Context: an optimization exercise on an open-source flow, tuned for small area, a short achievable clock period and few clock cycles. The choices shown serve that exercise and are no tape-out recipe.

==> run a <==
==> flow/design.v <==
module neuron_state_mem #(
    parameter int DATA_W = 32,
    parameter int DEPTH  = 64,
    parameter int ADDR_W = $clog2(DEPTH)
) (
    input  logic              clk,
    input  logic              reset,
    input  logic              init_start,
    input  logic [DATA_W-1:0] init_value,
    output logic              init_busy,
    output logic              ready,
    input  logic              rd_en,
    input  logic [ADDR_W-1:0] rd_addr,
    output logic [DATA_W-1:0] rd_data,
    output logic              rd_valid,
    input  logic              wr_en,
    input  logic [ADDR_W-1:0] wr_addr,
    input  logic [DATA_W-1:0] wr_data
);
    logic                ready_q;
    logic                busy_q;
    logic [DATA_W-1:0]   init_q;
    logic [DEPTH-1:0]    written_q;
    logic [DATA_W-1:0]   rd_data_q;
    logic                rd_valid_q;
    logic [DATA_W-1:0]   mem [DEPTH];
    logic                keep;
    logic [7:0]          pw_hi_q;          
    logic [7:0]          pw_lo_q;
    logic [DATA_W-1:0]   pw_data_q;
    assign ready     = ready_q;
    assign init_busy = busy_q;
    assign rd_data   = rd_data_q;
    assign rd_valid  = rd_valid_q;
    assign keep = ready_q && !init_start;
    logic              en, bypass, pend_hit, g, use_init;
    logic [3:0]        hw;                     
    logic [3:0]        wq;                     
    logic [DATA_W-1:0] yq [4];                 
    logic [DATA_W-1:0] rd_d;
    assign en     = ready_q && rd_en;
    assign bypass = wr_en && rd_addr == wr_addr;
    assign pend_hit = pw_hi_q[rd_addr[5:3]] && pw_lo_q[rd_addr[2:0]];
    assign g      = en && !bypass && !pend_hit;
    logic [7:0] s0;                            
    logic [1:0] s1;                            
    always_comb begin
        for (int j = 0; j < 8; j++) s0[j] = rd_addr[2:0] == 3'(j);
        s1 = {rd_addr[3], !rd_addr[3]};
        for (int q = 0; q < 4; q++) begin
            wq[q] = written_q[{2'(q), rd_addr[3:0]}];
            hw[q] = g && rd_addr[5:4] == 2'(q) && wq[q];
        end
        use_init = !wq[rd_addr[5:4]];
    end
    for (genvar q = 0; q < 4; q++) begin : g_quarter
        for (genvar b = 0; b < DATA_W; b++) begin : g_bit
            logic [1:0] l1;
            for (genvar k = 0; k < 2; k++) begin : g_l1
                nsm_sel8 u_l1 (.s(s0), .d({mem[16*q+8*k+7][b], mem[16*q+8*k+6][b],
                                           mem[16*q+8*k+5][b], mem[16*q+8*k+4][b],
                                           mem[16*q+8*k+3][b], mem[16*q+8*k+2][b],
                                           mem[16*q+8*k+1][b], mem[16*q+8*k][b]}), .y(l1[k]));
            end
            nsm_sel2 u_l2 (.s(s1), .d(l1), .y(yq[q][b]));
        end
    end
    for (genvar b = 0; b < DATA_W; b++) begin : g_bit
        logic e, ie;
        assign e  = (!en && rd_data_q[b]) || (en && bypass && wr_data[b]) ||
                    (en && !bypass && pend_hit && pw_data_q[b]);
        assign ie = g && init_q[b];
        nsm_bitfin u_fin (.y({yq[3][b], yq[2][b], yq[1][b], yq[0][b]}), .hw(hw),
                          .use_init(use_init), .ie(ie), .e(e), .d(rd_d[b]));
    end
    always_ff @(posedge clk or negedge reset) begin
        if (!reset) begin
            ready_q    <= 1'b0;
            busy_q     <= 1'b1;
            rd_data_q  <= '0;
            rd_valid_q <= 1'b0;
        end else begin
            ready_q    <= 1'b1;
            busy_q     <= 1'b0;
            rd_valid_q <= en;
            rd_data_q  <= rd_d;
        end
    end
    always_ff @(posedge clk) begin
        if (!ready_q || init_start) init_q <= init_value;
        for (int i = 0; i < DEPTH; i++)
            written_q[i] <= keep && (written_q[i] || (wr_en && wr_addr == ADDR_W'(i)));
    end
    always_ff @(posedge clk) begin
        for (int j = 0; j < 8; j++) begin
            pw_hi_q[j] <= keep && wr_en && wr_addr[5:3] == 3'(j);
            pw_lo_q[j] <= wr_addr[2:0] == 3'(j);
        end
        pw_data_q <= wr_data;
        for (int i = 0; i < DEPTH; i++)
            if (pw_hi_q[i/8] && pw_lo_q[i%8]) mem[i] <= pw_data_q;
    end
endmodule
module nsm_sel8 (
    input  logic [7:0] s,
    input  logic [7:0] d,
    output logic       y
);
    assign y = |(s & d);
endmodule
module nsm_sel2 (
    input  logic [1:0] s,
    input  logic [1:0] d,
    output logic       y
);
    assign y = (s[0] && d[0]) || (s[1] && d[1]);
endmodule
module nsm_bitfin (
    input  logic [3:0] y,
    input  logic [3:0] hw,
    input  logic       use_init,
    input  logic       ie,
    input  logic       e,
    output logic       d
);
    assign d = (hw[0] && y[0]) || (hw[1] && y[1]) || (hw[2] && y[2]) || (hw[3] && y[3]) ||
               (use_init && ie) || e;
endmodule
==> flow/flow/run.sh <==
#!/bin/bash
# Standard layout, with the port buffers made from plain buffers instead of delay cells.
set -euo pipefail
export BUFFER_PORTS_ARGS="-buffer_cell sky130_fd_sc_hd__buf_4"
bash standard.sh finish > standard_finish.log 2>&1
==> flow/standard.sh <==
#!/bin/bash
# synth_recipe.tcl (not shown) runs the flow's synth.tcl, then flattens the netlist and writes it again
# the make line also repeats each setting of config.mk as NAME=value (left out here)
make -C /OpenROAD-flow-scripts/flow DESIGN_CONFIG=/design/flow/config.mk WORK_HOME=/design/flow/orfs CLKGATE_MAP_FILE= SYNTH_SCRIPT=/design/flow/synth_recipe.tcl "${@:-finish}"
==> flow/config.mk <==
export PLATFORM = sky130hd
export DESIGN_NAME = neuron_state_mem
export DESIGN_NICKNAME = neuron_state_mem
export VERILOG_FILES = /design/flow/design.v
export SDC_FILE = /design/flow/constraint.sdc
export NUM_CORES = 4
export LEC_CHECK = 0
export CAP_MARGIN = 20
export CORE_MARGIN = 2
export CORE_UTILIZATION = 55
export CTS_CLUSTER_DIAMETER = 120
export CTS_CLUSTER_SIZE = 26
export SETUP_SLACK_MARGIN = 2.5
export SLEW_MARGIN = 20
export SYNTH_HIERARCHICAL = 1
export TNS_END_PERCENT = 5
==> flow/constraint.sdc <==
create_clock -name core_clock -period 4.5 [get_ports {clk}]
set_input_delay 0.9000 -clock core_clock [delete_from_list [all_inputs] [get_ports {clk}]]
set_output_delay 0.9000 -clock core_clock [all_outputs]
set_load 0.01 [all_outputs]
==> inputs of run b, as changes to run a <==
==> flow/design.v, changed modules only <==
module neuron_state_mem #(
    parameter int DATA_W = 32,
    parameter int DEPTH  = 64,
    parameter int ADDR_W = $clog2(DEPTH)
) (
    input  logic              clk,
    input  logic              reset,
    input  logic              init_start,
    input  logic [DATA_W-1:0] init_value,
    output logic              init_busy,
    output logic              ready,
    input  logic              rd_en,
    input  logic [ADDR_W-1:0] rd_addr,
    output logic [DATA_W-1:0] rd_data,
    output logic              rd_valid,
    input  logic              wr_en,
    input  logic [ADDR_W-1:0] wr_addr,
    input  logic [DATA_W-1:0] wr_data
);
    logic                ready_q;
    logic                busy_q;
    logic [DATA_W-1:0]   init_q;
    logic [DEPTH-1:0]    written_q;
    logic [DATA_W-1:0]   rd_data_q;
    logic                rd_valid_q;
    logic [DATA_W-1:0]   mem [DEPTH];
    logic [DATA_W-1:0]   rd_word;
    logic                keep;
    assign ready     = ready_q;
    assign init_busy = busy_q;
    assign rd_data   = rd_data_q;
    assign rd_valid  = rd_valid_q;
    assign keep = ready_q && !init_start;
    logic [7:0]        dec_lo, dec_hi;
    logic [DEPTH-1:0]  sel;
    logic [DATA_W-1:0] rd_mem;
    logic              use_init, bypass;
    always_comb begin
        for (int j = 0; j < 8; j++) begin
            dec_lo[j] = rd_addr[2:0] == 3'(j);
            dec_hi[j] = rd_addr[5:3] == 3'(j);
        end
        for (int i = 0; i < DEPTH; i++) sel[i] = dec_hi[i/8] && dec_lo[i%8] && written_q[i];
        for (int b = 0; b < DATA_W; b++) begin
            rd_mem[b] = 1'b0;
            for (int i = 0; i < DEPTH; i++) rd_mem[b] = rd_mem[b] | (sel[i] & mem[i][b]);
        end
        use_init = !(|sel);
        bypass   = wr_en && wr_addr == rd_addr;
        rd_word  = bypass ? wr_data : (rd_mem | (init_q & {DATA_W{use_init}}));
    end
    always_ff @(posedge clk or negedge reset) begin
        if (!reset) begin
            ready_q    <= 1'b0;
            busy_q     <= 1'b1;
            rd_data_q  <= '0;
            rd_valid_q <= 1'b0;
        end else begin
            ready_q    <= 1'b1;
            busy_q     <= 1'b0;
            rd_valid_q <= ready_q && rd_en;
            if (ready_q && rd_en) rd_data_q <= rd_word;
        end
    end
    always_ff @(posedge clk) begin
        if (!ready_q || init_start) init_q <= init_value;
        for (int i = 0; i < DEPTH; i++)
            written_q[i] <= keep && (written_q[i] || (wr_en && wr_addr == ADDR_W'(i)));
    end
    always_ff @(posedge clk) begin
        if (wr_en) mem[wr_addr] <= wr_data;
    end
endmodule
// module nsm_sel8 removed
// module nsm_sel2 removed
// module nsm_bitfin removed
==> flow/run.sh (new file) <==
#!/bin/bash
# synth_recipe.tcl (not shown) runs the flow's synth.tcl, then flattens the netlist and writes it again
# the make line also repeats each setting of config.mk as NAME=value (left out here)
make -C /OpenROAD-flow-scripts/flow DESIGN_CONFIG=/design/flow/config.mk WORK_HOME=/design/flow/orfs CLKGATE_MAP_FILE= SYNTH_SCRIPT=/design/flow/synth_recipe.tcl finish
CORE_UTILIZATION = 60   (was 55)
CTS_CLUSTER_DIAMETER = not set   (was 120)
CTS_CLUSTER_SIZE = not set   (was 26)
SETUP_SLACK_MARGIN = 3.0   (was 2.5)
SYNTH_HIERARCHICAL = not set   (was 1)
TNS_END_PERCENT = not set   (was 5)
removed: flow/flow/run.sh
removed: flow/standard.sh
==> reports/summary.log <==
[outcome] outcome timing/DRC/antenna clean
[timing] worst-margin pin slew 1.151 ns
[yosys] fraction of synthesized cell area taken by the top area cell type 0.7826
[global_route] met3 track utilization from global routing 0.08109
[yosys] post-synthesis mux area share 0.005550
[drt] mean number of vias per cell 7.117
[drt] Routed WL per cell 38.25 um
(the above is from run a)
==> reports/summary.log <==
[outcome] last stage reached 5_1_grt
[global_route] met3 track utilization from global routing 0.6797
[global_route] maximum number of pins on one net before global-route repair 66
[outcome] first error [ERROR GRT-0116] Global routing finished with congestion. Check the congestion regions in the DRC Viewer.
[yosys] post-synthesis mux area share 0
[yosys] fraction of synthesized cell area taken by the top area cell type 0.7834
[outcome] outcome aborted with a tool error
(the above is from run b)
No run of this note included a check of the RTL's function; only the layout flow was run.

[what the ideal ports hide]
How much do the figures lean on ideal ports? The routed layout below was timed once more, with nothing changed but the port constraints.
Step 1: set_driving_cell puts a clkbuf_16 on clk and a buf_2 on each other input, an assumption about the parent block.
Step 2 times the ports against the registers' clock, not the clock port: input delays grow and output delays shrink by t, the midpoint of the rising clock arrivals with the driver on.
Slacks: ideal / step 1 / step 2; pairs: ideal / step 1.
run: run a
t, ns: 0.836
setup WS [ns]: 1.986 / 1.974 / 1.138
latest minus earliest clock arrival (ns): 0.046 / 0.046
slew at the worst register clock pin (ns): 0.11 / 0.11
worst slew at a driven data input, ns: 0.15
After both steps setup and hold are still met in run a. The setup slack of run a moves by -0.012 ns with the drivers and by -0.848 ns with both steps.
